What follows belongs to an exercise in optimizing a design on an open flow for small area and a short achievable clock period; a production flow would make more cautious choices.
Function was checked by simulation only, so behaviour that the tests miss may differ from the original.
Power figures rest on the tool's default switching activity, not on a simulated workload.

// hubris_lite
module hubris_lite
(
    input  logic        clk,
    input  logic        reset,
    input  logic        inst_valid,
    input  logic [31:0] inst,
    input  logic        io_output_en,
    output logic [7:0]  io_output_data,
    output logic [31:0] io_buffer_size_avai
);
    logic [6:0] opc;
    logic [2:0] f3;
    logic [6:0] f7;
    logic [4:0] rs1, rs2, rd;
    logic is_opimm, is_op, is_lui, is_load, is_store;
    logic d_add, d_slt, d_xor, d_or, d_and, d_sll, d_srl, d_lw, d_sw;
    logic d_cin, d_we;
    assign opc = inst[6:0];
    assign f3  = inst[14:12];
    assign f7  = inst[31:25];
    assign rs1 = inst[19:15];
    assign rs2 = inst[24:20];
    assign rd  = inst[11:7];
    assign is_opimm = (opc == 7'b0010011);
    assign is_op    = (opc == 7'b0110011);
    assign is_lui   = (opc == 7'b0110111);
    assign is_load  = (opc == 7'b0000011);
    assign is_store = (opc == 7'b0100011);
    logic f7z, f7s;
    assign f7z = (f7 == 7'b0000000);
    assign f7s = (f7 == 7'b0100000);
    assign d_add = (is_opimm && f3 == 3'b000) ||
                   (is_op && f3 == 3'b000 && (f7z || f7s)) ||
                   is_lui;
    assign d_slt = f3 == 3'b010 && (is_opimm || (is_op && f7z));
  ...
==> flow/config.mk <==
export PLATFORM = sky130hd
export DESIGN_NAME = hubris_lite
export DESIGN_NICKNAME = hubris_lite
export VERILOG_FILES = /design/flow/design.v
export SDC_FILE = /design/flow/constraint.sdc
export NUM_CORES = 4
export LEC_CHECK = 0
export ABC_AREA = 1
export CAP_MARGIN = 20
export CORE_MARGIN = 2
export CORE_UTILIZATION = 45
export CTS_BUF_LIST = sky130_fd_sc_hd__clkbuf_16
export CTS_CLUSTER_DIAMETER = 150
export CTS_CLUSTER_SIZE = 20
export SETUP_SLACK_MARGIN = 3.6
export SLEW_MARGIN = 20
export TNS_END_PERCENT = 5
==> flow/constraint.sdc <==
create_clock -name core_clock -period 6.5 [get_ports {clk}]
set_input_delay 1.3000 -clock core_clock [delete_from_list [all_inputs] [get_ports {clk}]]
set_output_delay 1.3000 -clock core_clock [all_outputs]
set_load 0.01 [all_outputs]
run.sh (not shown) runs the stock make flow with config.mk's settings and CLKGATE_MAP_FILE= SYNTH_SCRIPT=/design/flow/synth_recipe.tcl, a recipe that flattens the netlist after the stock synthesis.
The baseline produced a clean layout.
Rerun with:
CORE_UTILIZATION = 40   (was 45)
SETUP_SLACK_MARGIN = 3.5   (was 3.6)
TNS_END_PERCENT = default   (was 5)
What happened: The changed run ran to the end with violations: antenna violations. Register-to-register slack gets better by 0.08 ns. Power goes up by 0.57%. Worst setup slack improves by 0.045 ns. Via count went up by about 2.4%.
Rerun with:
CORE_UTILIZATION = 50   (was 40)
TNS_END_PERCENT = 5   (was default)
Outcome:
- This time the run finished with timing, DRC and antenna clean
- design area shrinks by 1.7%
- synthesized cell count is unchanged
- final cell count fell by 5.1%
- total power goes down by 1.2%
- core utilization goes up by 11 points

* * *

## south
Another version of the RTL of hubris_lite (not shown whole).
Size in the first run: ~7800 cells after synthesis, about 1400 flip-flops, roughly 76 I/O pins, ~70000 um^2 of cells after synthesis.
clock: 6.5 ns
lec_check: 0
abc_area: 1
cap_margin: 20
core_margin: 2
core_utilization: 50
cts_buf_list: sky130_fd_sc_hd__clkbuf_16
cts_cluster_diameter: 150
cts_cluster_size: 20
setup_slack_margin: 3.5
slew_margin: 20
Both conditions hold for south: the flow ran to the end and the final layout passed the timing, DRC and antenna checks.
[inputs] middle vs south
-- flow/config.mk --
<<< south, line 11
export CORE_UTILIZATION = 50
>>> middle, line 11
export CORE_UTILIZATION = 40
### Flow results
- Against south as the reference, middle delivers a higher clock-buffer cell count.
- The overall power consumption of middle was inferior to that of south.
- On worst hold slack, middle tracks south almost exactly.
- Measured against each other, south and middle differ in clock network fraction of total power, the lower figure coming from south.
- Comparing south and middle, ratio of total power to cell area is higher on south.
- Against south, middle comes in about 8% higher on met2 wire length.
- Compared middle against south; sequential cell count within noise.
- Final worst clock skew delta (middle − south): unfavourable
- Looking at category of the most critical setup path, the in -> reg result is from south; the reg -> reg one comes from middle.
- Going from south to middle, horizontal die dimension went up by about 12%; met1 layer wirelength in the final routing moved up.

[port drivers added, routing unchanged]
The results above use ideal ports. As a check the final layouts listed here were re-extracted and re-timed, cells and wires unchanged. Step 1 sets driving cells, clkbuf_16 on the clock port and buf_2 on the other inputs (assumed; they add their load-dependent delay and slew). Step 2 also shifts input and output timing later by t, the mid clock arrival at the registers, as if the neighbouring blocks saw the same clock. Slacks: ideal ports / drivers / drivers and shift; pairs: ideal ports / drivers.
| run | t, ns | setup slack, ns | hold WS [ns] | clock arrival spread, ns | worst data-port slew with drivers (ns) |
|---|---|---|---|---|---|
| the first run of note 1 | 0.852 | 3.312 / 3.248 / 2.455 | 0.388 / 0.388 / 0.388 | 0.072 / 0.072 | 0.16 |
| the second run of note 1 | 0.852 | 3.357 / 3.328 / 2.476 | 0.373 / 0.373 / 0.373 | 0.060 / 0.060 | 0.18 |
| the third run of note 1 | 0.846 | 3.361 / 3.361 / 2.531 | 0.379 / 0.379 / 0.379 | 0.044 / 0.044 | 0.12 |
| south | 0.874 | 3.373 / 3.415 / 2.541 | 0.420 / 0.420 / 0.420 | 0.044 / 0.044 | 0.10 |
| middle | 0.857 | 3.410 / 3.410 / 2.557 | 0.420 / 0.420 / 0.420 | 0.080 / 0.079 | 0.16 |
The setup slack of the second run of note 1, which loses most, moves by -0.029 ns with the drivers and by -0.881 ns with both steps.
